Context: an optimization exercise on an open-source flow, tuned for small area. The choices shown serve that exercise and are no tape-out recipe.
RTL that was checked went through simulation tests only; none was proved equivalent to the original.
Function not checked in run 1: the RTL went through the layout flow alone.
Power and IR drop assume default switching activity.

==> design.v <==
`default_nettype none
package fifo_net_pkg;
    localparam int DATA_W = 32;                      
    localparam int CTX_W  = 2;                       
    localparam int RESP_W = 22;                      
    localparam logic [7:0] HOST_MAGIC = 8'h77;       
    localparam logic [1:0] TYPE_LOOP  = 2'd2;
    localparam logic [1:0] TYPE_CMD   = 2'd3;
endpackage
`default_nettype wire
`timescale 1ns/10ps
`default_nettype none
module ctl_regs #(
    parameter int VERSION_MAJOR = 0,
    parameter int VERSION_MINOR = 0,
    parameter int DEVICE_ID     = 0
) (
    input  wire                                 clk,
    input  wire                                 rst,
    input  wire                                 i_cmd_valid,     
    input  wire [63:0]                          i_cmd,
    input  wire                                 i_resp_ready,    
    output logic                                o_resp_valid,
    output logic [fifo_net_pkg::RESP_W-1:0]     o_resp
);
    localparam logic [127:0] RW_INIT = 128'hefcd;
    localparam logic [127:0] RO      = {40'd0, 8'(DEVICE_ID), 8'(VERSION_MINOR), 8'(VERSION_MAJOR),
                                        32'd16, 16'h0000, 16'hab89};
    logic [127:0] rw;
    logic [15:0]  addr;
    logic [3:0]   o;
    logic         in_range;
    logic         rd_cmd;
    logic         wr_cmd;
    logic [15:0]  send_cnt;
    logic         cnt_fire;
    logic [15:0]  cnt_dec;
    logic [3:0]   os;                                    
    logic         bs;                                    
    logic [3:0]   ei;
    logic [7:0]   e_val;
    logic [7:0]   o_val;
    logic [7:0]   ed;                                    
    logic [7:0]   od;                                    
    logic [7:0]   e_ro;
    logic [7:0]   o_ro;
    logic [15:0]  rd_data;
    logic [15:0]  lane_en;
    logic [15:0]  lane_de;
    logic [7:0]   v_par [2];
    logic [7:0]   m_par [2];
    logic [7:0]   m_de  [2];
    logic [127:0] de;
    logic [127:0] dv;
    assign addr     = i_cmd[31:16];
    assign o        = addr[3:0];
    assign in_range = (addr[13:4] == 10'd0);
    assign rd_cmd   = i_cmd_valid & i_cmd[12] & ~addr[14];
    assign wr_cmd   = i_cmd_valid & i_cmd[13] & ~addr[14] & addr[15] & in_range;
    assign send_cnt = rw[47:32];
    assign cnt_fire = ~i_cmd_valid & i_resp_ready & rw[17] & (send_cnt != 16'h0000);
    assign cnt_dec  = send_cnt - 16'd1;
    assign os = i_cmd_valid ? o : 4'd4;
    assign bs = i_cmd_valid ? addr[15] : 1'b1;
    assign ei = {1'b0, os[3:1]} + {3'b000, os[0]};
    always_comb begin
        e_val = '0;
        o_val = '0;
        for (int i = 0; i < 8; i++) begin
            ed[i] = (ei == 4'(i));
            od[i] = (os[3:1] == 3'(i));
            e_val = e_val | (rw[16*i +: 8] & {8{bs & ed[i]}});
            o_val = o_val | (rw[16*i + 8 +: 8] & {8{bs & od[i]}});
        end
        e_ro = '0;
        o_ro = '0;
        for (int i = 0; i < 8; i++) begin
            e_ro = e_ro | (RO[16*i +: 8] & {8{~bs & ed[i]}});
            o_ro = o_ro | (RO[16*i + 8 +: 8] & {8{~bs & od[i]}});
        end
    end
    assign rd_data = os[0] ? {e_val | e_ro, o_val | o_ro} : {o_val | o_ro, e_val | e_ro};
    always_comb begin
        for (int b = 0; b < 16; b++) begin
            lane_en[b] = wr_cmd & ((b % 2 == 0) ? ed[b / 2] : od[b / 2]);
            lane_de[b] = lane_en[b] | rst | ((b == 4 || b == 5) && cnt_fire);
        end
    end
    assign v_par[0] = o[0] ? i_cmd[63:56] : i_cmd[55:48];
    assign v_par[1] = o[0] ? i_cmd[55:48] : i_cmd[63:56];
    assign m_par[0] = o[0] ? i_cmd[47:40] : i_cmd[39:32];
    assign m_par[1] = o[0] ? i_cmd[39:32] : i_cmd[47:40];
    assign m_de[0]  = m_par[0] | {8{rst | cnt_fire}};
    assign m_de[1]  = m_par[1] | {8{rst | cnt_fire}};
    always_comb begin
        for (int j = 0; j < 128; j++) begin
            de[j] = lane_de[j / 8] & m_de[(j / 8) % 2][j % 8];
            dv[j] = rst ? RW_INIT[j] : v_par[(j / 8) % 2][j % 8];
            if (j >= 32 && j < 48) begin
                if (!rst && cnt_fire) dv[j] = cnt_dec[j - 32];
            end
        end
    end
    always_ff @(posedge clk) begin
        for (int j = 0; j < 128; j++) begin
            if (de[j]) rw[j] <= dv[j];
        end
    end
    always_ff @(posedge clk) begin
        if (rst) begin
            o_resp_valid <= 1'b0;
        end else begin
            o_resp_valid <= rd_cmd | cnt_fire | (o_resp_valid & ~i_resp_ready);
        end
    end
    always_ff @(posedge clk) begin
        if (i_resp_ready) begin
            if (!i_cmd_valid)   o_resp <= {1'b1, 1'b1, 4'he, rd_data};
            else if (in_range)  o_resp <= {1'b0, addr[15], o, rd_data};
            else                o_resp <= {1'b1, 1'b0, o, rd_data[15:11], addr[15], addr[13:4]};
        end
    end
endmodule
`default_nettype wire
`timescale 1ns/10ps
`default_nettype none
module rx_dispatch #(
    parameter int VERSION_MAJOR = 0,
    parameter int VERSION_MINOR = 0,
    parameter int DEVICE_ID     = 0
) (
    input  wire                                 clk,
    input  wire                                 rst,
    input  wire                                 i_rx_valid,
    input  wire [63:0]                          i_rx_data,
    output logic                                o_rx_ready,
    output logic                                o_loop_valid,
    input  wire                                 i_loop_ready,
    output logic                                o_cmd_valid,
    output logic [fifo_net_pkg::RESP_W-1:0]     o_cmd_data,
    input  wire                                 i_cmd_ready
);
    logic magic_ok;
    logic is_loop;
    logic is_cmd;
    assign magic_ok = (i_rx_data[7:0] == fifo_net_pkg::HOST_MAGIC);
    assign is_loop  = magic_ok & (i_rx_data[9:8] == fifo_net_pkg::TYPE_LOOP);
    assign is_cmd   = magic_ok & (i_rx_data[9:8] == fifo_net_pkg::TYPE_CMD);
    assign o_rx_ready   = is_loop ? i_loop_ready : (is_cmd ? i_cmd_ready : 1'b1);
    assign o_loop_valid = i_rx_valid & is_loop;
    ctl_regs #(
        .VERSION_MAJOR (VERSION_MAJOR),
        .VERSION_MINOR (VERSION_MINOR),
        .DEVICE_ID     (DEVICE_ID)
    ) u_ctl_regs (
        .clk          (clk),
        .rst          (rst),
        .i_cmd_valid  (i_rx_valid & is_cmd & i_cmd_ready),
        .i_cmd        (i_rx_data),
        .i_resp_ready (i_cmd_ready),
        .o_resp_valid (o_cmd_valid),
        .o_resp       (o_cmd_data)
    );
endmodule
`default_nettype wire
`timescale 1ns/10ps
`default_nettype none
module chan_fifo #(
    parameter int W     = 34,
    parameter int DEPTH = 4
) (
    input  wire            clk,
    input  wire            rst,
    input  wire            i_wr_valid,
    input  wire  [W-1:0]   i_wr_data,
    output logic           o_wr_ready,
    output logic           o_rd_valid,
    output logic [DEPTH*W-1:0] o_mem,            
    output logic [DEPTH-1:0] o_head,           
    input  wire            i_rd_ready
);
    logic [DEPTH-1:0] t;
    logic [W-1:0]     mem [DEPTH];
    logic         push;
    logic         pop;
    assign o_wr_ready = ~t[DEPTH-1];
    assign o_rd_valid = t[0];
    assign o_head     = t & ~(t >> 1);
    for (genvar k = 0; k < DEPTH; k++) begin : g_mem
        assign o_mem[k*W +: W] = mem[k];
    end
    assign push = i_wr_valid & o_wr_ready;
    assign pop  = o_rd_valid & i_rd_ready;
    always_ff @(posedge clk) begin
        if (push) begin
            mem[0] <= i_wr_data;
            for (int k = 1; k < DEPTH; k++) begin
                mem[k] <= mem[k-1];
            end
        end
    end
    always_ff @(posedge clk) begin
        if (rst) begin
            t <= '0;
        end else if (push & ~pop) begin
            t <= {t[DEPTH-2:0], 1'b1};
        end else if (pop & ~push) begin
            t <= t >> 1;
        end
    end
endmodule
`default_nettype wire
`timescale 1ns/10ps
`default_nettype none
module tx_arbiter #(
    parameter int DEPTH = 4
) (
    input  wire                               clk,
    input  wire                               rst,
    input  wire                               i_loop_valid,
    input  wire [DEPTH*34-1:0]                i_loop,          
    input  wire [DEPTH-1:0]                   i_loop_head,
    output logic                              o_loop_ready,
    input  wire                               i_cmd_valid,
    input  wire [DEPTH*fifo_net_pkg::RESP_W-1:0] i_cmd,          
    input  wire [DEPTH-1:0]                   i_cmd_head,
    output logic                              o_cmd_ready,
    output logic                              o_tx_valid,
    input  wire                               i_tx_ready,
    output logic [31:0]                       o_tx_data,
    output logic [1:0]                        o_tx_tag,
    output logic [1:0]                        o_tx_ctx
);
    localparam int RW = fifo_net_pkg::RESP_W;
    logic        grant;                                  
    logic        grant_q;
    logic        stall_q;
    logic [DEPTH-1:0] ls;                                
    logic [DEPTH-1:0] cs;                                
    logic [DEPTH-1:0] sd;                                
    logic [DEPTH-1:0] sa;                                
    logic        cnt_sel;
    logic [33:0] lv;
    logic [31:0] cv;
    assign grant = stall_q ? grant_q : ~i_loop_valid;
    assign o_loop_ready = i_tx_ready & ~grant;
    assign o_cmd_ready  = i_tx_ready & grant;
    assign o_tx_valid   = grant ? i_cmd_valid : i_loop_valid;
    always_comb begin
        ls      = i_loop_head & {DEPTH{~grant}};
        cs      = i_cmd_head & {DEPTH{grant}};
        cnt_sel = 1'b0;
        for (int k = 0; k < DEPTH; k++) begin
            sd[k]   = cs[k] & ~(i_cmd[k*RW + 21] & ~i_cmd[k*RW + 20]);
            sa[k]   = cs[k] & i_cmd[k*RW + 21];
            cnt_sel = cnt_sel | (cs[k] & i_cmd[k*RW + 21] & i_cmd[k*RW + 20]);
        end
        lv = '0;
        cv = '0;
        for (int k = 0; k < DEPTH; k++) begin
            lv = lv | (i_loop[k*34 +: 34] & {34{ls[k]}});
            cv[15:0]  = cv[15:0]  | (i_cmd[k*RW +: 16] & {16{sd[k]}});
            cv[19:16] = cv[19:16] | (i_cmd[k*RW + 16 +: 4] & {4{cs[k]}});
            cv[29:20] = cv[29:20] | (i_cmd[k*RW +: 10] & {10{sa[k]}});
            cv[31]    = cv[31] | (i_cmd[k*RW + 20] & cs[k]) | (i_cmd[k*RW + 10] & sa[k]);
        end
        cv[29:20] = cv[29:20] | {10{cnt_sel}};
        cv[30]    = cnt_sel;
    end
    assign o_tx_data = lv[31:0] | cv;
    assign o_tx_ctx  = lv[33:32];
    assign o_tx_tag  = {1'b1, grant};
    always_ff @(posedge clk) begin
        if (rst) begin
            stall_q <= 1'b0;
            grant_q <= 1'b0;
        end else begin
            stall_q <= o_tx_valid & ~i_tx_ready;
            grant_q <= grant;
        end
    end
endmodule
`default_nettype wire
`timescale 1ns/10ps
`default_nettype none
module fifo_net_top #(
    parameter int FIFO_DEPTH    = 4,
    parameter int VERSION_MAJOR = 4,
    parameter int VERSION_MINOR = 14,
    parameter int DEVICE_ID     = 3
) (
    input  wire                                 clk,
    input  wire                                 rst,
    input  wire                                 i_rx_valid,
    output logic                                o_rx_ready,
    input  wire [63:0]                          i_rx_data,
    output logic                                o_tx_valid,
    input  wire                                 i_tx_ready,
    output logic [fifo_net_pkg::DATA_W-1:0]     o_tx_data,
    output logic [1:0]                          o_tx_tag,
    output logic [fifo_net_pkg::CTX_W-1:0]      o_tx_ctx
);
    localparam int RW = fifo_net_pkg::RESP_W;
    logic          loop_in_valid, loop_in_ready;
    logic          cmd_in_valid,  cmd_in_ready;
    logic [RW-1:0] cmd_in;
    logic          loop_valid, loop_ready;
    logic [FIFO_DEPTH*34-1:0] loop_mem;
    logic [FIFO_DEPTH-1:0] loop_head;
    logic          cmd_valid,  cmd_ready;
    logic [FIFO_DEPTH*RW-1:0] cmd_mem;
    logic [FIFO_DEPTH-1:0] cmd_head;
    rx_dispatch #(
        .VERSION_MAJOR (VERSION_MAJOR),
        .VERSION_MINOR (VERSION_MINOR),
        .DEVICE_ID     (DEVICE_ID)
    ) u_rx_dispatch (
        .clk          (clk),
        .rst          (rst),
        .i_rx_valid   (i_rx_valid),
        .i_rx_data    (i_rx_data),
        .o_rx_ready   (o_rx_ready),
        .o_loop_valid (loop_in_valid),
        .i_loop_ready (loop_in_ready),
        .o_cmd_valid  (cmd_in_valid),
        .o_cmd_data   (cmd_in),
        .i_cmd_ready  (cmd_in_ready)
    );
    chan_fifo #(.W(34), .DEPTH(FIFO_DEPTH)) u_loop_fifo (
        .clk        (clk),
        .rst        (rst),
        .i_wr_valid (loop_in_valid),
        .i_wr_data  ({i_rx_data[11:10], i_rx_data[63:32]}),
        .o_wr_ready (loop_in_ready),
        .o_rd_valid (loop_valid),
        .o_mem      (loop_mem),
        .o_head     (loop_head),
        .i_rd_ready (loop_ready)
    );
    chan_fifo #(.W(RW), .DEPTH(FIFO_DEPTH)) u_cmd_fifo (
        .clk        (clk),
        .rst        (rst),
        .i_wr_valid (cmd_in_valid),
        .i_wr_data  (cmd_in),
        .o_wr_ready (cmd_in_ready),
        .o_rd_valid (cmd_valid),
        .o_mem      (cmd_mem),
        .o_head     (cmd_head),
        .i_rd_ready (cmd_ready)
    );
    tx_arbiter #(.DEPTH(FIFO_DEPTH)) u_tx_arbiter (
        .clk          (clk),
        .rst          (rst),
        .i_loop_valid (loop_valid),
        .i_loop       (loop_mem),
        .i_loop_head  (loop_head),
        .o_loop_ready (loop_ready),
        .i_cmd_valid  (cmd_valid),
        .i_cmd        (cmd_mem),
        .i_cmd_head   (cmd_head),
        .o_cmd_ready  (cmd_ready),
        .o_tx_valid   (o_tx_valid),
        .i_tx_ready   (i_tx_ready),
        .o_tx_data    (o_tx_data),
        .o_tx_tag     (o_tx_tag),
        .o_tx_ctx     (o_tx_ctx)
    );
endmodule
`default_nettype wire
==> flow/run.sh <==
#!/bin/bash
# The standard ORFS layout with three changes:
#  - the liberty mapping step of synthesis uses an area-oriented ABC script (flow/area.abc);
#    everything else in synthesis is the standard flow's own script, so the registers are the same
#  - port buffers use the smallest buffer
#  - clock tree synthesis builds larger sink clusters without dummy loads
# Every tool's output goes to logs under orfs/logs; make's own output to standard.log.
set -euo pipefail
here=$(pwd)
{
  cat <<EOF
proc abc {args} {
  set i [lsearch \$args -script]
  if {\$i >= 0} { lset args [expr {\$i + 1}] $here/flow/area.abc }
  yosys abc {*}\$args
}
EOF
  cat synth_recipe.tcl
} > area_synth.tcl
sed "s#SYNTH_SCRIPT=[^ ]*synth_recipe.tcl#SYNTH_SCRIPT=$here/area_synth.tcl#" standard.sh > area_standard.sh
grep -q "SYNTH_SCRIPT=$here/area_synth.tcl" area_standard.sh
export BUFFER_PORTS_ARGS="-buffer_cell sky130_fd_sc_hd__buf_1"
export CTS_ARGS="-sink_clustering_enable -repair_clock_nets -dont_use_dummy_load -sink_clustering_size 30 -sink_clustering_max_diameter 100 -buf_list sky130_fd_sc_hd__clkbuf_16"
bash area_standard.sh > standard.log 2>&1
==> flow/area.abc <==
strash
&get -n
&deepsyn -J 20 -T 100
&put
dc2
dch -f
amap -F 8 -A 20
==> standard.sh <==
#!/bin/bash
# synth_recipe.tcl (not shown) runs the flow's synth.tcl, then flattens the netlist and writes it again
# the make line also repeats each setting of config.mk as NAME=value (left out here)
make -C /OpenROAD-flow-scripts/flow DESIGN_CONFIG=/design/flow/config.mk WORK_HOME=/design/flow/orfs CLKGATE_MAP_FILE= SYNTH_SCRIPT=/design/flow/synth_recipe.tcl "${@:-finish}"
==> config.mk <==
export PLATFORM = sky130hd
export DESIGN_NAME = fifo_net_top
export DESIGN_NICKNAME = fifo_net_top
export VERILOG_FILES = /design/flow/design.v
export SDC_FILE = /design/flow/constraint.sdc
export NUM_CORES = 4
export LEC_CHECK = 0
export CAP_MARGIN = 20
export CORE_MARGIN = 2
export CORE_UTILIZATION = 80
export SLEW_MARGIN = 20
==> constraint.sdc <==
create_clock -name core_clock -period 6.0 [get_ports {clk}]
set_input_delay 1.2000 -clock core_clock [delete_from_list [all_inputs] [get_ports {clk}]]
set_output_delay 1.2000 -clock core_clock [all_outputs]
set_load 0.01 [all_outputs]
==> flow_summary_export.csv, run 1 <==
group,metric,value,unit
final_layout,final_cell_mix,"edfxtp_1, nor2_1, buf_1",
synth,seq_area_frac_synth,73.7,%
clock_network,post-cts-setup-buffers,0,
floorplanning,die_width,143,um
clock_network,clk_pin_slew,0.11,ns
clock_network,cts_root_buffer,"clkbuf_16",
clock_network,postCtsHoldBufs,0,
critical_path,cp-end-kind,"output port",
power_and_ir_drop,power_switching,1390,uW
synth,async_flop_share,0,%
global_routing,grt_pass1_wl,64.3,mm
critical_path,rr_startpoint,"u_rx_dispatch.u_ctl_regs.rw[32]",
synth,yosysTopAreaCell,"edfxtp_1",
power_and_ir_drop,pwr-share-seq,62.0,%
routing,drtPass1Iterations,12,
routing,num_vias,11700,
timing,relSlewSlack,25.3,%
hold_path,hold_path.startpoint,"u_rx_dispatch.u_ctl_regs.o_resp[2]",
timing,slew_violations,0,
routing,wl_met1,13.5,mm
power_and_ir_drop,netSwitchingFraction,26.3,%
synth,synth_edf_count,374,
floorplanning,boundaryPins,106,
timing,fin_skew,0.0251,ns
place,io_buffers,102,
critical_path,r2r_end,"u_rx_dispatch.u_ctl_regs.rw[82]",
routing,first_iter_violations,2498,
final_layout,area_growth,8.61,%
power_and_ir_drop,power_density,312,nW/um^2
critical_path,start_kind,"flip-flop",
hold_path,hold_path_end,"u_cmd_fifo.mem[0][2]",
global_routing,grt_pass1_vias,11100,
timing,setup_viol,0,
synth,syn_area,15500,um^2
final_layout,finalNetCount,1332,
clock_network,cts_made_buffers,16,
routing,drc,0,
floorplanning,dieHeight,143,um
clock_network,cts.repair.resized,0,
timing,tightest_slew,1.12,ns
global_routing,grt_usage,42.9,%
floorplanning,rows,50,
routing,drt_wl_total,44.0,mm
routing,maxUsedRoutingLayer,"met4",
synth,yosys_most_used_dff,"edfxtp_1",
power_and_ir_drop,ir_drop,266,uV
run,drv_cap,0,
timing,fmax,179,MHz
routing,drt-wirelength-per-cell,29.0,um
place,post_dp_cell_area,16500,um^2
final_layout,final_common_cell,"edfxtp_1",
critical_path,reg2regPathDepth,16,
clock_network,clockBufferDepth,3,
synth,synth_warnings,9,
routing,routed_via_density,7.70,
synth,netlist.area_leader.share,72.3,%
hold_path,holdPathStages,0,
synth,syn_inst,1120,
clock_network,h-tree-depth,1,
routing,antenna_left,0,
place,place_congestion,1.00,
synth,yosys-top-cells-area,"edfxtp_1, a222oi_1, nor2_1",
timing,rsz0062_at_grt,"false",
final_layout,design_area,16900,um^2
place,dp_hpwl,28.3,mm
final_layout,regArea,11500,um^2
critical_path,arrival,4.39,ns
final_layout,layout-drive-gt1-share,3.98,%
clock_network,cts_tree,"yes",
power_and_ir_drop,internal_power,3880,uW
clock_network,clk_latency,0.52,ns
floorplanning,initial_utilization,82.2,%
synth,synth.distinct_cells,37,
global_routing,grt_max_degree,137,
timing,fin_tns_setup,0,ns
routing,wl_met2,20.9,mm
global_routing,antenna_found_initial,1,
critical_path,regToRegSetupSlack,0.80,ns
floorplanning,die_area,20600,um^2
final_layout,fin_util,89.3,%
hold_path,hold_class,"reg2reg",
floorplanning,core_area,18900,um^2
run_status,run_status,"complete, no violations",
clock_network,cts.sinks,385,
final_layout,n_fill_cell,771,
critical_path,criticalPathCategory,"reg2out",
timing,hold_viol_final,0,
synth,syn_nets,1193,
routing,met3_wirelength,6.84,mm
power_and_ir_drop,share_comb_of_total_power,14.6,%
synth,synth.avg_cell_area,13.9,um^2
timing,period_share,93.1,%
synth,ys_ff_latch,385,
power_and_ir_drop,leakagePower,0.00539,uW
final_layout,multi_input_area,3810,um^2
critical_path,required,4.80,ns
global_routing,grt_overflow,0,
critical_path,crit_fanout,12,
timing,period_needed,5.59,ns
power_and_ir_drop,p_clk_share,23.4,%
## area by class of cell
cell class,instances,area share [%]
Antenna cell,1,0.0148
Clock buffer,16,2.37
Inverter,82,1.84
Multi-Input combinational cell,649,22.6
Sequential cell,385,67.9
Tap cell,260,1.93
Timing Repair Buffer,125,3.39
## stage by stage
stage / worst slack (ns) / hold slack (ns) / power [uW] / std cells
2_1_floorplan: -0.0378 / 0.400 / 3710 / 1120
3_3_place_gp: 0.703 / 0.403 / 3990 / 1501
3_5_place_dp: 0.632 / 0.405 / 4030 / 1501
4_1_cts: 0.562 / 0.429 / 5200 / 1517
5_1_grt: 0.266 / 0.450 / 5370 / 1518
6_report: 0.414 / 0.429 / 5270 / 1518
## Yosys cell counts, types with 11 or more instances
master    instances
dfxtp_1          11
a22oi_1          28
nand2_1          92
a21oi_1          22
nor2_1          194
or2_0            14
clkinv_1         82
nand4_1          23
o21ai_0          33
a221oi_1         15
a222oi_1         91
nand3_1          20
o22ai_1          37
nor3_1           17
edfxtp_1        374
## state kept, by name, summed over array words and instances (netlist names)
name and flops:
u_rx_dispatch.u_ctl_regs.o_resp 22, u_tx_arbiter.stall_q 1, u_loop_fifo.mem 136, u_cmd_fifo.mem 88, u_cmd_fifo.t 4, u_loop_fifo.t 4
u_rx_dispatch.u_ctl_regs.rw 128, u_rx_dispatch.u_ctl_regs.o_resp_valid 1, u_tx_arbiter.grant_q 1
## power by group through the flow
stage                     registers [uW]  clock network [uW]  logic [uW]
after detailed placement            3310                   0         722
after global placement              3300                   0         690
after CTS                           3260                1210         738
final                               3260                1230         769
after floorplan                     3280                   0         434
after global routing                3270                1290         809
## worst max-delay path, stage by stage (launching register included)
cell and delay, ns:
dfxtp_1 0.37, clkinv_1 0.09, o22ai_1 0.53, clkinv_1 0.49
nor2_1 0.54, clkinv_1 0.24, nor2_1 0.18, buf_4 0.25
nor2_1 0.06, o21ai_0 0.18, buf_4 0.18, clkinv_1 0.28
nand4b_1 0.28, buf_1 0.18
## per-layer routing
metal | track usage [%] | vias to the layer above
met5 | 0 | -
met4 | 21.1 | 0
met3 | 10.1 | 243
met2 | 70.4 | 1313
met1 | 54.7 | 5383
li1 | - | 4746
## cell families (layout without fill, tap and decap cells)
logic type / Yosys count / after routing / share of synthesized area (%)
compound gates: 259 / 259 / 13.1
other cells: 1 / 2 / 0.0241
fa+ha+maj: 5 / 5 / 0.403
flops: 385 / 385 / 73.7
buf+inv: 86 / 223 / 2.13
simple gates: 384 / 384 / 10.7
## how the worst max path moves through the flow
| stage | slack, ns | endpoint | start | cells after the start |
|---|---|---|---|---|
| detailed placement | 0.63 | u_rx_dispatch.u_ctl_regs.o_resp[2] | i_rx_data[3] | 18 |
| finish | 0.41 | o_tx_data[26] | u_tx_arbiter.stall_q | 13 |
| global placement | 0.70 | u_rx_dispatch.u_ctl_regs.o_resp[1] | i_rx_data[3] | 18 |
| global route | 0.27 | o_tx_data[20] | u_tx_arbiter.stall_q | 13 |
| CTS | 0.56 | o_tx_data[26] | u_tx_arbiter.stall_q | 13 |
| floorplan | -0.04 | u_loop_fifo.t[3] | i_rx_data[3] | 8 |
==> run 2: changes to the inputs <==
--- a/design.v
+++ b/design.v
@@ -245,7 +245,7 @@
     assign grant = stall_q ? grant_q : ~i_loop_valid;
     assign o_loop_ready = i_tx_ready & ~grant;
     assign o_cmd_ready  = i_tx_ready & grant;
-    assign o_tx_valid   = grant ? i_cmd_valid : i_loop_valid;
+    assign o_tx_valid   = i_cmd_valid | i_loop_valid;
     always_comb begin
         ls      = i_loop_head & {DEPTH{~grant}};
         cs      = i_cmd_head & {DEPTH{grant}};
==> flow_summary_export.csv, run 2 <==
group,metric,value,unit
global_routing,grt_pass1_vias,11200,
synth,yosysTopAreaCell,"edfxtp_1",
power_and_ir_drop,internal_power,3880,uW
global_routing,antenna_found_initial,0,
final_layout,regMostFlops,"u_loop_fifo.mem",
timing,setup_viol,0,
synth,synth.avg_cell_area,14.1,um^2
synth,netlist.area_leader.share,72.5,%
final_layout,finalNetCount,1307,
synth,seq_area_frac_synth,73.9,%
critical_path,crit_buf_inv,4,
critical_path,max_stage_delay,1.09,ns
critical_path,regToRegSetupSlack,0.32,ns
power_and_ir_drop,leakagePower,0.00537,uW
power_and_ir_drop,power_density,314,nW/um^2
synth,synth.distinct_cells,37,
power_and_ir_drop,power_switching,1400,uW
timing,relSlewSlack,24.0,%
critical_path,crit_fanout,21,
hold_path,hold_path.startpoint,"u_rx_dispatch.u_ctl_regs.o_resp[5]",
floorplanning,initial_utilization,82.3,%
timing,fmax,176,MHz
hold_path,holdPathStages,0,
global_routing,grt_pass1_wl,64.5,mm
routing,drc,0,
floorplanning,die_area,20500,um^2
floorplanning,core_area,18800,um^2
clock_network,clockBufferDepth,3,
run_status,run_status,"complete, no violations",
power_and_ir_drop,pwr-share-seq,62.0,%
synth,synthTopCellsByCount,"edfxtp_1, nor2_1, a222oi_1",
synth,syn_inst,1098,
routing,drt-wirelength-per-cell,29.2,um
hold_path,hold_path_end,"u_cmd_fifo.mem[0][5]",
final_layout,fin_util,89.2,%
critical_path,arrival,5.90,ns
clock_network,cts.sinks,385,
timing,slew_violations,0,
critical_path,reg2regPathDepth,16,
final_layout,area_growth,8.35,%
power_and_ir_drop,power.total,5270,uW
power_and_ir_drop,ir_drop,279,uV
timing,fin_skew,0.0320,ns
final_layout,largest_reg_flops,136,
synth,syn_area,15500,um^2
synth,synth_warnings,9,
place,io_buffers,102,
floorplanning,rows,50,
critical_path,cp-end-kind,"flip-flop",
routing,drt_wl_total,43.6,mm
place,dp_hpwl,27.9,mm
global_routing,grt_max_degree,138,
routing,first_iter_violations,2776,
timing,tightest_slew,1.13,ns
final_layout,antenna_cells,0,
critical_path,cp_top_family,"simple AND/OR/NAND/NOR gates",
routing,routed_via_density,7.88,
routing,antenna_left,0,
final_layout,final_common_cell,"edfxtp_1",
clock_network,cts_tree,"yes",
synth,yosys-top-cells-area,"edfxtp_1, a222oi_1, nor2_1",
place,place_congestion,1.01,
floorplanning,dieHeight,143,um
clock_network,clk_pin_slew,0.12,ns
global_routing,grt_usage,43.0,%
timing,fin_tns_setup,0,ns
critical_path,start_kind,"flip-flop",
power_and_ir_drop,p_clk_share,23.5,%
routing,num_vias,11800,
clock_network,cts.repair.resized,0,
synth,synth_edf_count,374,
critical_path,r2r_end,"u_rx_dispatch.u_ctl_regs.rw[23]",
synth,async_flop_share,0,%
global_routing,grt_overflow,0,
floorplanning,boundaryPins,106,
final_layout,reg.largest.list,"u_loop_fifo.mem (136), u_rx_dispatch.u_ctl_regs.rw (128), u_cmd_fifo.mem (88)",
timing,rsz0062_at_grt,"false",
critical_path,path_cells,"clkinv_1 > ha_1 > clkinv_1 > nor3_1 > nand3b_1 > or3_1 > or3_1 > nor3_1 > clkinv_1 > nor3_1 > nand3b_1 > o2111ai_1 > buf_4 > nand3_1 > o22ai_1 > nor2_1",
timing,period_needed,5.68,ns
timing,timing.hold.ws,0.433,ns
synth,yosys_most_used_dff,"edfxtp_1",
timing,period_share,94.6,%
synth,synth_most_common_cell,"edfxtp_1",
synth,ys_ff_latch,385,
final_layout,layout-drive-gt1-share,3.65,%
clock_network,postCtsHoldBufs,0,
clock_network,cts_root_buffer,"clkbuf_16",
run,drv_cap,0,
critical_path,required,6.23,ns
routing,drtPass1Iterations,11,
clock_network,h-tree-depth,1,
clock_network,clk_latency,0.52,ns
critical_path,criticalPathCategory,"reg2reg",
hold_path,hold_class,"reg2reg",
final_layout,final_cell_mix,"edfxtp_1, nor2_1, buf_1",
critical_path,cpMaxStageDelayCell,"o22ai_1",
synth,syn_nets,1171,
power_and_ir_drop,share_comb_of_total_power,14.5,%
power_and_ir_drop,netSwitchingFraction,26.5,%
timing,hold_viol_final,0,
clock_network,post-cts-setup-buffers,0,
floorplanning,die_width,143,um
clock_network,cts_made_buffers,16,
critical_path,rr_startpoint,"u_rx_dispatch.u_ctl_regs.rw[32]",
-- run 2: per-layer routing --
layer / track usage (%) / wire length [um]
met5: 0 / 0
met4: 20.5 / 2600
met3: 9.52 / 6870
met2: 69.5 / 20800
met1: 56.6 / 13300
-- run 2: worst max-delay path by stage --
| stage | startpoint | to | cells after the start |
|---|---|---|---|
| floorplan | i_rx_data[3] | u_loop_fifo.t[3] | 8 |
| global placement | i_rx_data[3] | u_rx_dispatch.u_ctl_regs.o_resp[4] | 17 |
| detailed placement | i_rx_data[3] | u_rx_dispatch.u_ctl_regs.o_resp[3] | 19 |
| CTS | u_rx_dispatch.u_ctl_regs.rw[32] | u_rx_dispatch.u_ctl_regs.rw[23] | 16 |
| global route | u_rx_dispatch.u_ctl_regs.rw[32] | u_rx_dispatch.u_ctl_regs.rw[23] | 16 |
| finish | u_rx_dispatch.u_ctl_regs.rw[32] | u_rx_dispatch.u_ctl_regs.rw[23] | 16 |
-- run 2: worst register-to-register path: stages, from the launching register on --
cell       delay [ns]
edfxtp_1         0.47
clkinv_1         0.08
ha_1             0.15
clkinv_1         0.10
nor3_1           0.31
nand3b_1         0.20
or3_1            0.44
or3_1            0.43
nor3_1           0.30
clkinv_1         0.16
nor3_1           0.35
nand3b_1         0.17
o2111ai_1        0.11
buf_4            0.32
nand3_1          0.56
o22ai_1          1.09
nor2_1           0.16
-- run 2: logic make-up (layout without fill, tap and decap cells) --
kind of cell / count (synthesis) / after routing / synth area share, %
other cells: 1 / 1 / 0.0242
compound gates: 265 / 265 / 13.3
simple gates: 364 / 364 / 10.4
flops: 385 / 385 / 73.9
fa+ha+maj: 5 / 5 / 0.404
buf+inv: 78 / 212 / 1.94
-- run 2: final cells by class --
class	count	area (um^2)
Timing Repair Buffer	122	546
Sequential cell	385	11500
Tap cell	260	325
Multi-Input combinational cell	635	3790
Inverter	74	280
Clock buffer	16	400
Fill cell	770	2040
-- run 2: power groups by stage --
stage / clock, uW / combinational [uW] / sequential [uW]
floorplan: 0 / 432 / 3280
global placement: 0 / 684 / 3300
detailed placement: 0 / 716 / 3310
CTS: 1220 / 733 / 3260
global route: 1290 / 798 / 3280
finish: 1240 / 763 / 3270
-- run 2: metrics by stage --
step                cells  cell area, um^2  setup slack, ns
detailed placement   1476            16400            0.415
floorplan            1098            15500          -0.0256
finish               1492            16800            0.324
global placement     1476            16400            0.648
global route         1492            16800            0.139
CTS                  1492            16800            0.590
==> run 3: changes to the inputs <==
--- a/config.mk
+++ b/config.mk
@@ -7,5 +7,5 @@
 export LEC_CHECK = 0
 export CAP_MARGIN = 20
 export CORE_MARGIN = 2
-export CORE_UTILIZATION = 80
+export CORE_UTILIZATION = 70
 export SLEW_MARGIN = 20
==> flow_summary_export.csv, run 3 <==
group,metric,value,unit
clock_network,cts.repair.resized,0,
timing,fin_skew,0.0282,ns
synth,synth_edf_count,374,
power_and_ir_drop,pwr-share-seq,62.5,%
global_routing,grt_max_degree,98,
clock_network,cts_root_buffer,"clkbuf_16",
timing,period_share,87.5,%
critical_path,criticalPathCategory,"reg2out",
timing,relSlewSlack,29.2,%
synth,syn_nets,1171,
timing,worst_slack,0.749,ns
routing,drc,0,
floorplanning,rows,54,
routing,drt-wirelength-per-cell,26.6,um
clock_network,cts_tree,"yes",
clock_network,clk_latency,0.52,ns
timing,slew_violations,0,
synth,yosys_most_used_dff,"edfxtp_1",
final_layout,regMostFlops,"u_loop_fifo.mem",
floorplanning,die_area,23400,um^2
run_status,run_status,"complete, no violations",
timing,rsz0062_at_grt,"false",
place,place_congestion,0.955,
floorplanning,initial_utilization,71.3,%
timing,timing.hold.ws,0.426,ns
floorplanning,core_area,21800,um^2
final_layout,regArea,11500,um^2
synth,yosys-top-cells-area,"edfxtp_1, a222oi_1, nor2_1",
global_routing,grt_usage,34.1,%
synth,syn_area,15500,um^2
place,post_dp_cell_area,16400,um^2
clock_network,postCtsHoldBufs,0,
critical_path,rr_startpoint,"u_rx_dispatch.u_ctl_regs.rw[32]",
power_and_ir_drop,p_clk_share,23.5,%
synth,synthTopCellsByCount,"edfxtp_1, nor2_1, a222oi_1",
routing,routed_via_density,7.15,
power_and_ir_drop,power_switching,1330,uW
final_layout,reg.largest.list,"u_loop_fifo.mem (136), u_rx_dispatch.u_ctl_regs.rw (128), u_cmd_fifo.mem (88)",
synth,synth.distinct_cells,37,
synth,yosysTopAreaCell,"edfxtp_1",
synth,synth.avg_cell_area,14.1,um^2
critical_path,arrival,4.05,ns
power_and_ir_drop,leakagePower,0.00539,uW
hold_path,hold_class,"reg2reg",
timing,period_needed,5.25,ns
global_routing,grt_pass1_wl,60.7,mm
routing,num_vias,10800,
clock_network,post-cts-setup-buffers,0,
routing,drtPass1Iterations,10,
power_and_ir_drop,netSwitchingFraction,25.6,%
global_routing,antenna_found_initial,0,
synth,syn_inst,1098,
synth,synth_warnings,9,
clock_network,clockBufferDepth,3,
global_routing,grt_pass1_vias,10300,
power_and_ir_drop,internal_power,3880,uW
critical_path,start_kind,"flip-flop",
final_layout,finalNetCount,1311,
global_routing,grt_overflow,0,
final_layout,layout-drive-gt1-share,3.88,%
synth,netlist.area_leader.share,72.5,%
synth,ys_ff_latch,385,
timing,fmax,190,MHz
final_layout,area_growth,8.65,%
synth,seq_area_frac_synth,73.9,%
clock_network,cts_made_buffers,16,
routing,first_iter_violations,2064,
routing,antenna_left,0,
place,post-place-ws,0.563,ns
final_layout,largest_reg_flops,136,
clock_network,h-tree-depth,1,
critical_path,crit_fanout,12,
floorplanning,dieHeight,153,um
final_layout,design_area,16800,um^2
timing,hold_viol_final,0,
place,dp_hpwl,27.6,mm
final_layout,multi_input_area,3790,um^2
final_layout,fin_util,77.4,%
floorplanning,die_width,153,um
clock_network,cts.sinks,385,
critical_path,startpoint,"u_tx_arbiter.stall_q",
timing,tightest_slew,1.06,ns
critical_path,required,4.80,ns
final_layout,antenna_cells,0,
synth,async_flop_share,0,%
power_and_ir_drop,share_comb_of_total_power,14.0,%
hold_path,hold_path.startpoint,"u_rx_dispatch.u_ctl_regs.o_resp[1]",
clock_network,clk_pin_slew,0.11,ns
timing,setup_viol,0,
power_and_ir_drop,ir_drop,330,uV
routing,drt_wl_total,40.3,mm
power_and_ir_drop,power_density,309,nW/um^2
final_layout,final_cell_mix,"edfxtp_1, nor2_1, buf_1",
final_layout,n_fill_cell,1370,
floorplanning,boundaryPins,106,
final_layout,final_common_cell,"edfxtp_1",
synth,synth_most_common_cell,"edfxtp_1",
place,io_buffers,102,
run,drv_cap,0,
critical_path,cp-end-kind,"output port",
[run 3: cell counts after synthesis]
Identical to the previous run, type by type.
[run 3: final timing paths]
path / end / slack, ns / depth (start not counted)
worst max-delay path: o_tx_data[21] / 0.75 / 13
worst min-delay path: u_cmd_fifo.mem[0][1] / 0.43 / 0
worst max register to register: u_rx_dispatch.u_ctl_regs.rw[105] / 0.89 / 15
worst min register to register: u_cmd_fifo.mem[0][1] / 0.43 / 0
[run 3: cells by family after synthesis]
logic type / after synthesis / share of synthesized area (%)
other: 1 / 0.0242
adders and majority gates: 5 / 0.404
buffers and inverters: 78 / 1.94
DFF: 385 / 73.9
and+or+nand+nor: 364 / 10.4
AOI/OAI and AO/OA: 265 / 13.3
[run 3: power by group through the flow]
| stage | clock network, uW | logic [uW] | registers, uW |
|---|---|---|---|
| finish | 1220 | 727 | 3250 |
| global route | 1300 | 785 | 3270 |
| CTS | 1230 | 716 | 3250 |
| detailed placement | 0 | 714 | 3310 |
| global placement | 0 | 697 | 3300 |
| floorplan | 0 | 432 | 3280 |
[run 3: final cells by class]
| cell class | count | area share (%) |
|---|---|---|
| Multi-Input combinational cell | 635 | 22.5 |
| Timing Repair Buffer | 126 | 3.40 |
| Sequential cell | 385 | 68.0 |
| Tap cell | 280 | 2.08 |
| Inverter | 74 | 1.66 |
| Clock buffer | 16 | 2.38 |
[run 3: worst max-delay path, cell delays in order, from the launching register on]
cell and delay, ns:
dfxtp_1 0.37, clkinv_1 0.08, o22ai_1 0.46, clkinv_1 0.34, nor3_1 0.71, clkinv_1 0.27
nor2b_1 0.16, buf_4 0.25, a221oi_1 0.24, buf_4 0.25, clkinv_1 0.09, a221oi_1 0.05
nand3_1 0.10, buf_1 0.15
[run 3: through the flow]
| step | total power, uW | TNS, ns | cells |
|---|---|---|---|
| after floorplan | 3710 | -0.0516 | 1098 |
| after global placement | 4000 | 0 | 1499 |
| after detailed placement | 4030 | 0 | 1500 |
| after CTS | 5200 | 0 | 1516 |
| after global routing | 5360 | 0 | 1516 |
| final | 5210 | 0 | 1516 |
[run 3: metal layers]
layer / global-route usage (%) / routed length, um / vias to the layer above
met5: 0 / 0 / -
li1: - / - / 4712
met1: 48.2 / 14300 / 5245
met2: 55.0 / 19600 / 785
met3: 5.67 / 4950 / 101
met4: 11.9 / 1460 / 0
==> run 4: changes to the inputs <==
--- a/config.mk
+++ b/config.mk
@@ -5,7 +5,7 @@
 export SDC_FILE = /design/flow/constraint.sdc
 export NUM_CORES = 4
 export LEC_CHECK = 0
-export CAP_MARGIN = 20
+export CAP_MARGIN = 0
 export CORE_MARGIN = 2
 export CORE_UTILIZATION = 70
-export SLEW_MARGIN = 20
+export SLEW_MARGIN = 0
==> flow_summary_export.csv, run 4 <==
group,metric,value,unit
run_status,run_status,"complete, no violations",
clock_network,cts.sinks,385,
clock_network,clk_pin_slew,0.11,ns
place,place_congestion,0.955,
global_routing,grt_pass1_vias,10300,
timing,fin_skew,0.0258,ns
place,place_inst,1499,
timing,setup_viol,0,
timing,slew_violations,0,
timing,timing.hold.ws,0.429,ns
final_layout,largest_reg_flops,136,
final_layout,final_common_cell,"edfxtp_1",
synth,synth.avg_cell_area,14.1,um^2
synth,netlist.area_leader.share,72.5,%
synth,async_flop_share,0,%
synth,synth_most_common_cell,"edfxtp_1",
routing,first_iter_violations,2044,
floorplanning,die_area,23400,um^2
synth,yosys-top-cells-area,"edfxtp_1, a222oi_1, nor2_1",
clock_network,clockBufferDepth,3,
synth,synth_warnings,9,
clock_network,clk_latency,0.52,ns
floorplanning,boundaryPins,106,
synth,synth.distinct_cells,37,
hold_path,hold_class,"reg2reg",
final_layout,reg.largest.list,"u_loop_fifo.mem (136), u_rx_dispatch.u_ctl_regs.rw (128), u_cmd_fifo.mem (88)",
routing,drtPass1Iterations,10,
synth,synthTopCellsByCount,"edfxtp_1, nor2_1, a222oi_1",
final_layout,stdcell_count,1516,
timing,fmax,190,MHz
timing,period_needed,5.25,ns
floorplanning,die_width,153,um
routing,drc,0,
critical_path,crit_top_cell,"clkinv_1",
clock_network,post-cts-setup-buffers,0,
synth,ys_ff_latch,385,
clock_network,cts.repair.resized,0,
routing,num_vias,10800,
critical_path,start_kind,"flip-flop",
routing,antenna_left,0,
critical_path,path_cells,"clkinv_1 > o22ai_1 > clkinv_1 > nor3_1 > clkinv_1 > nor2b_1 > buf_4 > a221oi_1 > buf_4 > clkinv_1 > a221oi_1 > nand3_1 > buf_1",
timing,relSlewSlack,9.22,%
global_routing,grt_pass1_wl,60.4,mm
final_layout,finalNetCount,1310,
global_routing,grt_max_degree,98,
power_and_ir_drop,share_comb_of_total_power,14.0,%
critical_path,crit_buf_inv,7,
routing,drt_wl_total,40.1,mm
global_routing,grt_overflow,0,
synth,synth_edf_count,374,
power_and_ir_drop,power_switching,1330,uW
final_layout,area_growth,8.64,%
power_and_ir_drop,power_density,309,nW/um^2
final_layout,layout-drive-gt1-share,3.81,%
routing,routed_via_density,7.13,
clock_network,postCtsHoldBufs,0,
place,io_buffers,102,
critical_path,arrival,4.05,ns
floorplanning,core_area,21800,um^2
clock_network,cts_tree,"yes",
critical_path,cpMaxStageDelayCell,"nor3_1",
power_and_ir_drop,leakagePower,0.00538,uW
run,drv_cap,0,
synth,yosys_most_used_dff,"edfxtp_1",
synth,syn_inst,1098,
critical_path,cp-end-kind,"output port",
critical_path,max_stage_delay,0.72,ns
global_routing,grt_usage,33.8,%
power_and_ir_drop,netSwitchingFraction,25.6,%
power_and_ir_drop,ir_drop,307,uV
final_layout,regMostFlops,"u_loop_fifo.mem",
critical_path,criticalPathCategory,"reg2out",
final_layout,design_area,16800,um^2
floorplanning,initial_utilization,71.3,%
clock_network,cts_made_buffers,16,
clock_network,h-tree-depth,1,
timing,hold_viol_final,0,
final_layout,final_cell_mix,"edfxtp_1, nor2_1, buf_1",
clock_network,cts_root_buffer,"clkbuf_16",
synth,yosysTopAreaCell,"edfxtp_1",
critical_path,cp_top_family,"buffers and inverters",
floorplanning,dieHeight,153,um
place,post_dp_cell_area,16400,um^2
routing,drt-wirelength-per-cell,26.5,um
critical_path,crit_fanout,12,
timing,rsz0062_at_grt,"false",
critical_path,required,4.80,ns
synth,seq_area_frac_synth,73.9,%
global_routing,antenna_found_initial,0,
floorplanning,rows,54,
place,dp_hpwl,27.4,mm
synth,syn_area,15500,um^2
synth,syn_nets,1171,
timing,period_share,87.6,%
power_and_ir_drop,internal_power,3880,uW
power_and_ir_drop,pwr-share-seq,62.4,%
timing,tightest_slew,1.35,ns
final_layout,n_fill_cell,1394,
power_and_ir_drop,p_clk_share,23.6,%
-- run 4: cell count changes in the layout (fill, tap and decap cells not counted), sizes merged --
cell and delta:
buf -1, diode +1
-- run 4: layout make-up --
| cell class | count | area [um^2] | share of cell area (%) |
|---|---|---|---|
| Sequential cell | 385 | 11500 | 68.0 |
| Multi-Input combinational cell | 635 | 3790 | 22.5 |
| Timing Repair Buffer | 125 | 568 | 3.37 |
| Clock buffer | 16 | 400 | 2.38 |
| Tap cell | 280 | 350 | 2.08 |
| Inverter | 74 | 280 | 1.66 |
| Antenna cell | 1 | 2.50 | 0.0149 |
-- run 4: worst paths after layout --
path | slack [ns] | end | from | depth (start not counted)
worst min-delay path | 0.43 | u_cmd_fifo.mem[0][4] | u_rx_dispatch.u_ctl_regs.o_resp[4] | 0
worst max-delay path | 0.75 | o_tx_data[28] | u_tx_arbiter.stall_q | 13
worst min register to register | 0.43 | u_cmd_fifo.mem[0][4] | u_rx_dispatch.u_ctl_regs.o_resp[4] | 0
worst max register to register | 0.96 | u_rx_dispatch.u_ctl_regs.rw[50] | u_rx_dispatch.u_ctl_regs.rw[32] | 15
-- run 4: kinds of logic after synthesis --
logic type / Yosys count / synth area share, %
flip-flops: 385 / 73.9
AND/OR/NAND/NOR: 364 / 10.4
AO/OA/AOI/OAI: 265 / 13.3
other: 1 / 0.0242
adder cells (fa/ha/maj): 5 / 0.404
buffers and inverters: 78 / 1.94
-- run 4: worst reg2reg max path, stage by stage, from the launching register on --
cell	delay, ns
edfxtp_1	0.45
clkinv_1	0.08
ha_1	0.15
clkinv_1	0.09
nor3_1	0.29
nand3b_1	0.18
or3_1	0.43
or3_1	0.45
nor3_1	0.28
clkinv_1	0.13
nor3_1	0.30
nand3b_1	0.16
o2111ai_1	0.15
nand3_1	0.51
o22ai_1	0.98
nor2_1	0.15
-- run 4: metrics by stage --
| stage | total power [uW] | utilization (%) | setup slack (ns) | TNS (ns) |
|---|---|---|---|---|
| floorplan | 3710 | - | -0.0256 | -0.0516 |
| global placement | 4000 | 75.6 | 0.656 | 0 |
| detailed placement | 4030 | 75.6 | 0.549 | 0 |
| CTS | 5210 | 77.4 | 0.791 | 0 |
| global route | 5370 | 77.4 | 0.545 | 0 |
| finish | 5210 | 77.4 | 0.747 | 0 |
-- run 4: power groups by stage --
stage	clock network (uW)	logic (uW)	registers, uW
4_1_cts	1240	715	3250
3_5_place_dp	0	713	3310
3_3_place_gp	0	697	3300
5_1_grt	1310	786	3270
2_1_floorplan	0	432	3280
6_report	1230	727	3250
-- run 4: routing by layer --
layer,global-route usage [%],share of wire [%],vias up
met3,5.90,12,99
met4,10.7,3.4,0
li1,-,-,4703
met1,48.4,36,5187
met2,54.4,48,813
met5,0,0,-
==> run 5: changes to the inputs <==
--- a/flow/run.sh
+++ b/flow/run.sh
@@ -20,5 +20,5 @@
 sed "s#SYNTH_SCRIPT=[^ ]*synth_recipe.tcl#SYNTH_SCRIPT=$here/area_synth.tcl#" standard.sh > area_standard.sh
 grep -q "SYNTH_SCRIPT=$here/area_synth.tcl" area_standard.sh
 export BUFFER_PORTS_ARGS="-buffer_cell sky130_fd_sc_hd__buf_1"
-export CTS_ARGS="-sink_clustering_enable -repair_clock_nets -dont_use_dummy_load -sink_clustering_size 30 -sink_clustering_max_diameter 100 -buf_list sky130_fd_sc_hd__clkbuf_16"
+export CTS_ARGS="-sink_clustering_enable -repair_clock_nets -dont_use_dummy_load -sink_clustering_size 30 -sink_clustering_max_diameter 100 -buf_list sky130_fd_sc_hd__clkbuf_16 -root_buf sky130_fd_sc_hd__clkbuf_8"
 bash area_standard.sh > standard.log 2>&1
--- a/config.mk
+++ b/config.mk
@@ -5,7 +5,7 @@
 export SDC_FILE = /design/flow/constraint.sdc
 export NUM_CORES = 4
 export LEC_CHECK = 0
-export CAP_MARGIN = 0
+export CAP_MARGIN = 20
 export CORE_MARGIN = 2
 export CORE_UTILIZATION = 70
-export SLEW_MARGIN = 0
+export SLEW_MARGIN = 20
==> flow_summary_export.csv, run 5 <==
group,metric,value,unit
run_status,run_status,"complete, no violations",
power_and_ir_drop,leakagePower,0.00537,uW
timing,setup_viol,0,
floorplanning,die_width,153,um
place,place_inst,1500,
final_layout,regArea,11500,um^2
synth,syn_nets,1171,
floorplanning,boundaryPins,106,
floorplanning,core_area,21800,um^2
timing,fin_skew,0.0299,ns
clock_network,cts_made_buffers,16,
routing,drt-wirelength-per-cell,26.5,um
synth,async_flop_share,0,%
critical_path,cp-end-kind,"output port",
synth,synth.avg_cell_area,14.1,um^2
routing,drc,0,
critical_path,crit_path_end,"o_tx_data[21]",
timing,period_needed,5.25,ns
place,dp_hpwl,27.6,mm
final_layout,layout-drive-gt1-share,3.88,%
timing,relSlewSlack,33.0,%
final_layout,reg.largest.list,"u_loop_fifo.mem (136), u_rx_dispatch.u_ctl_regs.rw (128), u_cmd_fifo.mem (88)",
synth,synth_warnings,9,
place,place_congestion,0.955,
floorplanning,dieHeight,153,um
clock_network,clk_latency,0.57,ns
clock_network,cts_root_buffer,"clkbuf_8",
final_layout,multi_input_area,3790,um^2
global_routing,grt_overflow,0,
critical_path,arrival,4.05,ns
final_layout,final_common_cell,"edfxtp_1",
floorplanning,die_area,23400,um^2
synth,netlist.area_leader.share,72.5,%
clock_network,cts.repair.resized,0,
global_routing,grt_pass1_vias,10300,
routing,drt_wl_total,40.2,mm
final_layout,final_cell_mix,"edfxtp_1, nor2_1, buf_1",
routing,antenna_left,0,
clock_network,post-cts-setup-buffers,0,
final_layout,largest_reg_flops,136,
synth,synth_most_common_cell,"edfxtp_1",
final_layout,finalNetCount,1311,
power_and_ir_drop,ir_drop,327,uV
timing,rsz0062_at_grt,"false",
global_routing,grt_pass1_wl,60.6,mm
place,post-place-ws,0.563,ns
critical_path,regToRegSetupSlack,0.91,ns
critical_path,reg2regPathDepth,15,
critical_path,required,4.80,ns
timing,fmax,190,MHz
clock_network,postCtsHoldBufs,0,
clock_network,clk_pin_slew,0.11,ns
synth,yosys_most_used_dff,"edfxtp_1",
synth,synth_edf_count,374,
hold_path,hold_class,"reg2reg",
run,drv_cap,0,
final_layout,stdcell_count,1516,
power_and_ir_drop,power_density,306,nW/um^2
synth,seq_area_frac_synth,73.9,%
final_layout,n_fill_cell,1380,
clock_network,cts.sinks,385,
global_routing,grt_max_degree,98,
final_layout,regMostFlops,"u_loop_fifo.mem",
timing,period_share,87.5,%
critical_path,criticalPathCategory,"reg2out",
timing,slew_violations,0,
timing,tightest_slew,1.01,ns
synth,synthTopCellsByCount,"edfxtp_1, nor2_1, a222oi_1",
critical_path,r2r_end,"u_rx_dispatch.u_ctl_regs.rw[105]",
floorplanning,rows,54,
synth,yosysTopAreaCell,"edfxtp_1",
timing,worst_slack,0.748,ns
place,io_buffers,102,
synth,yosys-top-cells-area,"edfxtp_1, a222oi_1, nor2_1",
critical_path,start_kind,"flip-flop",
routing,num_vias,10800,
global_routing,grt_usage,34.0,%
hold_path,holdPathStages,0,
routing,drtPass1Iterations,10,
floorplanning,initial_utilization,71.3,%
routing,routed_via_density,7.15,
synth,synth.distinct_cells,37,
clock_network,clockBufferDepth,3,
synth,syn_area,15500,um^2
critical_path,rr_startpoint,"u_rx_dispatch.u_ctl_regs.rw[32]",
power_and_ir_drop,power.total,5150,uW
clock_network,cts_tree,"yes",
global_routing,antenna_found_initial,0,
synth,ys_ff_latch,385,
timing,hold_viol_final,0,
critical_path,startpoint,"u_tx_arbiter.stall_q",
final_layout,antenna_cells,0,
routing,first_iter_violations,2113,
synth,syn_inst,1098,
critical_path,crit_fanout,12,
final_layout,area_growth,8.43,%
clock_network,h-tree-depth,1,
[run 5: cell counts after synthesis]
Identical to the previous run, type by type.
[run 5: cell type report]
cell class	count	share of cell area [%]
inverter	74	1.67
multi-input combinational	635	22.5
tap	280	2.08
clock buffer	16	2.18
timing repair buffer	126	3.41
sequential	385	68.1
[run 5: logic make-up (layout without fill, tap and decap cells)]
kind of cell / after synthesis / count (layout) / share of synthesized area (%)
fa+ha+maj: 5 / 5 / 0.404
buf+inv: 78 / 216 / 1.94
compound gates: 265 / 265 / 13.3
simple gates: 364 / 364 / 10.4
flops: 385 / 385 / 73.9
other cells: 1 / 1 / 0.0242
[run 5: how the worst min path moves through the flow]
| stage | from | end | slack (ns) |
|---|---|---|---|
| 2_1_floorplan | u_rx_dispatch.u_ctl_regs.o_resp[0] | u_cmd_fifo.mem[0][0] | 0.40 |
| 3_3_place_gp | u_rx_dispatch.u_ctl_regs.o_resp[6] | u_cmd_fifo.mem[0][6] | 0.41 |
| 3_5_place_dp | u_rx_dispatch.u_ctl_regs.o_resp[21] | u_cmd_fifo.mem[0][21] | 0.40 |
| 4_1_cts | u_rx_dispatch.u_ctl_regs.o_resp[1] | u_cmd_fifo.mem[0][1] | 0.42 |
| 5_1_grt | u_rx_dispatch.u_ctl_regs.o_resp[21] | u_cmd_fifo.mem[0][21] | 0.44 |
| 6_report | u_rx_dispatch.u_ctl_regs.o_resp[1] | u_cmd_fifo.mem[0][1] | 0.42 |
[run 5: layer usage]
layer,GRT usage [%],wire length (um),vias up
met1,48.8,14500,5222
met5,0,0,-
met3,5.13,4730,115
li1,-,-,4710
met4,11.6,1670,0
met2,54.8,19300,795
[run 5: power by group]
part	switching, uW	internal [uW]
combinational	497	230
clock	732	437
sequential	92.9	3160
[run 5: per-stage QoR]
stage,utilization (%),setup TNS [ns],hold WS [ns],area (um^2)
final,77.3,0,0.417,16800
after floorplan,-,-0.0516,0.400,15500
after global routing,77.3,0,0.442,16800
after detailed placement,75.6,0,0.405,16400
after CTS,77.3,0,0.420,16800
after global placement,75.6,0,0.405,16400
[run 5: critical path: stages (launching register included)]
cell      delay (ns)
dfxtp_1         0.37
clkinv_1        0.08
o22ai_1         0.45
clkinv_1        0.34
nor3_1          0.67
clkinv_1        0.26
nor2b_1         0.16
buf_4           0.26
a221oi_1        0.25
buf_4           0.25
clkinv_1        0.09
a221oi_1        0.05
nand3_1         0.10
buf_1           0.15
==> run 6: changes to the inputs <==
--- a/flow/run.sh
+++ b/flow/run.sh
@@ -20,5 +20,5 @@
 sed "s#SYNTH_SCRIPT=[^ ]*synth_recipe.tcl#SYNTH_SCRIPT=$here/area_synth.tcl#" standard.sh > area_standard.sh
 grep -q "SYNTH_SCRIPT=$here/area_synth.tcl" area_standard.sh
 export BUFFER_PORTS_ARGS="-buffer_cell sky130_fd_sc_hd__buf_1"
-export CTS_ARGS="-sink_clustering_enable -repair_clock_nets -dont_use_dummy_load -sink_clustering_size 30 -sink_clustering_max_diameter 100 -buf_list sky130_fd_sc_hd__clkbuf_16 -root_buf sky130_fd_sc_hd__clkbuf_8"
+export CTS_ARGS="-sink_clustering_enable -repair_clock_nets -dont_use_dummy_load -sink_clustering_size 24 -sink_clustering_max_diameter 100 -buf_list sky130_fd_sc_hd__clkbuf_16"
 bash area_standard.sh > standard.log 2>&1
==> flow_summary_export.csv, run 6 <==
group,metric,value,unit
run_status,run_status,"complete, no violations",
routing,num_vias,10900,
final_layout,antenna_cells,0,
timing,hold_viol_final,0,
power_and_ir_drop,leakagePower,0.00543,uW
hold_path,hold_class,"reg2reg",
clock_network,clk_pin_slew,0.10,ns
routing,met3_wirelength,4.77,mm
synth,yosysTopAreaCell,"edfxtp_1",
synth,syn_nets,1171,
synth,ys_ff_latch,385,
global_routing,grt_usage,34.4,%
final_layout,area_growth,9.30,%
final_layout,design_area,16900,um^2
timing,period_share,88.4,%
clock_network,postCtsHoldBufs,0,
run,drv_cap,0,
synth,synth.distinct_cells,37,
critical_path,cp-end-kind,"output port",
final_layout,regArea,11500,um^2
synth,syn_area,15500,um^2
place,dp_hpwl,27.6,mm
routing,wl_met1,14.5,mm
routing,first_iter_violations,2073,
synth,yosys-top-cells-area,"edfxtp_1, a222oi_1, nor2_1",
final_layout,multi_input_area,3790,um^2
synth,syn_inst,1098,
final_layout,regMostFlops,"u_loop_fifo.mem",
timing,period_needed,5.30,ns
routing,drc,0,
critical_path,required,4.80,ns
floorplanning,initial_utilization,71.3,%
timing,slew_violations,0,
synth,synth.avg_cell_area,14.1,um^2
global_routing,grt_pass1_wl,61.4,mm
place,io_buffers,102,
place,post_dp_cell_area,16400,um^2
power_and_ir_drop,power_density,316,nW/um^2
global_routing,grt_max_degree,98,
clock_network,h-tree-depth,1,
routing,drtPass1Iterations,8,
routing,drt-wirelength-per-cell,26.7,um
critical_path,crit_fanout,12,
clock_network,cts.sinks,385,
final_layout,finalNetCount,1315,
critical_path,start_kind,"flip-flop",
routing,antenna_left,0,
floorplanning,die_width,153,um
global_routing,grt_pass1_vias,10500,
routing,maxUsedRoutingLayer,"met4",
final_layout,reg.largest.list,"u_loop_fifo.mem (136), u_rx_dispatch.u_ctl_regs.rw (128), u_cmd_fifo.mem (88)",
place,post-place-ws,0.563,ns
clock_network,cts_made_buffers,20,
place,place_congestion,0.955,
timing,rsz0062_at_grt,"false",
synth,synthTopCellsByCount,"edfxtp_1, nor2_1, a222oi_1",
final_layout,final_common_cell,"edfxtp_1",
power_and_ir_drop,ir_drop,260,uV
clock_network,cts_root_buffer,"clkbuf_16",
global_routing,antenna_found_initial,0,
critical_path,criticalPathCategory,"reg2out",
clock_network,clk_latency,0.53,ns
synth,netlist.area_leader.share,72.5,%
timing,fin_skew,0.0593,ns
timing,worst_slack,0.699,ns
final_layout,largest_reg_flops,136,
synth,synth_warnings,9,
floorplanning,dieHeight,153,um
synth,synth_most_common_cell,"edfxtp_1",
timing,tightest_slew,1.05,ns
final_layout,final_cell_mix,"edfxtp_1, nor2_1, buf_1",
routing,routed_via_density,7.18,
timing,setup_viol,0,
global_routing,grt_overflow,0,
timing,relSlewSlack,29.7,%
synth,seq_area_frac_synth,73.9,%
clock_network,cts.repair.resized,0,
clock_network,post-cts-setup-buffers,0,
synth,yosys_most_used_dff,"edfxtp_1",
final_layout,layout-drive-gt1-share,4.19,%
floorplanning,boundaryPins,106,
synth,synth_edf_count,374,
clock_network,cts_tree,"yes",
critical_path,arrival,4.10,ns
routing,drt_wl_total,40.6,mm
floorplanning,rows,54,
synth,async_flop_share,0,%
final_layout,n_fill_cell,1355,
routing,wl_met2,19.6,mm
floorplanning,core_area,21800,um^2
timing,fmax,189,MHz
clock_network,clockBufferDepth,3,
floorplanning,die_area,23400,um^2
==> run 6: kinds of logic (layout without fill, tap and decap cells) <==
kind of cell | Yosys count | count (layout) | share of synthesized area, %
AOI/OAI and AO/OA | 265 | 265 | 13.3
adders and majority gates | 5 | 5 | 0.404
buffers and inverters | 78 | 220 | 1.94
DFF | 385 | 385 | 73.9
other | 1 | 1 | 0.0242
and+or+nand+nor | 364 | 364 | 10.4
==> run 6: power by group <==
| group | switching, uW | internal (uW) |
|---|---|---|
| combinational | 500 | 230 |
| clock | 767 | 597 |
| sequential | 94.2 | 3160 |
==> run 6: cell type report <==
cell class,instances,area share (%)
Inverter,74,1.65
Sequential cell,385,67.6
Timing Repair Buffer,126,3.38
Clock buffer,20,2.95
Tap cell,280,2.07
Multi-Input combinational cell,635,22.4
==> run 6: path summary, 6_finish.rpt <==
check / to / cells after the start / slack (ns) / from
max reg2reg: u_rx_dispatch.u_ctl_regs.rw[98] / 15 / 0.94 / u_rx_dispatch.u_ctl_regs.rw[32]
min: u_cmd_fifo.mem[0][1] / 0 / 0.41 / u_rx_dispatch.u_ctl_regs.o_resp[1]
min reg2reg: u_cmd_fifo.mem[0][1] / 0 / 0.41 / u_rx_dispatch.u_ctl_regs.o_resp[1]
max: o_tx_data[21] / 13 / 0.70 / u_tx_arbiter.stall_q
==> run 6: through the flow <==
| step | std cells | power [uW] | utilization, % | setup TNS (ns) | hold slack, ns |
|---|---|---|---|---|---|
| 2_1_floorplan | 1098 | 3710 | - | -0.0516 | 0.400 |
| 3_3_place_gp | 1499 | 4000 | 75.6 | 0 | 0.405 |
| 3_5_place_dp | 1500 | 4030 | 75.6 | 0 | 0.405 |
| 4_1_cts | 1520 | 5340 | 77.9 | 0 | 0.414 |
| 5_1_grt | 1520 | 5510 | 77.9 | 0 | 0.440 |
| 6_report | 1520 | 5350 | 77.9 | 0 | 0.411 |
==> run 6: critical path, cell delays in order (launching register included) <==
cell and delay, ns:
dfxtp_1 0.36, clkinv_1 0.09, o22ai_1 0.44, clkinv_1 0.33, nor3_1 0.74, clkinv_1 0.28
nor2b_1 0.16, buf_4 0.25, a221oi_1 0.25, buf_4 0.25, clkinv_1 0.09, a221oi_1 0.05
nand3_1 0.11, buf_1 0.15
==> run 6: layer usage <==
| metal | up-vias | GRT usage (%) |
|---|---|---|
| li1 | 4718 | - |
| met1 | 5226 | 47.9 |
| met2 | 843 | 55.4 |
| met3 | 125 | 6.38 |
| met4 | 0 | 13.2 |
| met5 | - | 0 |

## port drivers added, routing unchanged
In the flow no input, the clock included, has a driving cell. The finished layouts below were timed again as built, in two steps.
Step 1: set_driving_cell puts a clkbuf_16 on clk and a buf_2 on each other input, an assumption about the parent block.
Step 2 times the ports against the registers' clock, not the clock port: input delays grow and output delays shrink by t, the midpoint of the rising clock arrivals with the driver on.
a / b / c = ideal ports / drivers / drivers and shift; a / b = the first two.
| run | t, ns | setup WS [ns] | worst setup path at the end | worst data-port slew with drivers (ns) |
|---|---|---|---|---|
| run 1 | 0.556 | 0.414 / 0.364 / 0.419 | input to register | 0.08 |
| run 2 | 0.556 | 0.324 / 0.324 / 0.187 | input to register | 0.06 |
| run 3 | 0.558 | 0.749 / 0.696 / 0.411 | input to register | 0.06 |
| run 4 | 0.554 | 0.747 / 0.701 / 0.366 | input to register | 0.06 |
| run 5 | 0.603 | 0.748 / 0.703 / 0.428 | input to register | 0.06 |
| run 6 | 0.546 | 0.699 / 0.651 / 0.434 | input to register | 0.06 |
After both steps setup and hold are still met in every run listed. For run 4, which loses most, drivers alone change the setup slack by -0.046 ns; drivers and shift together by -0.381 ns.
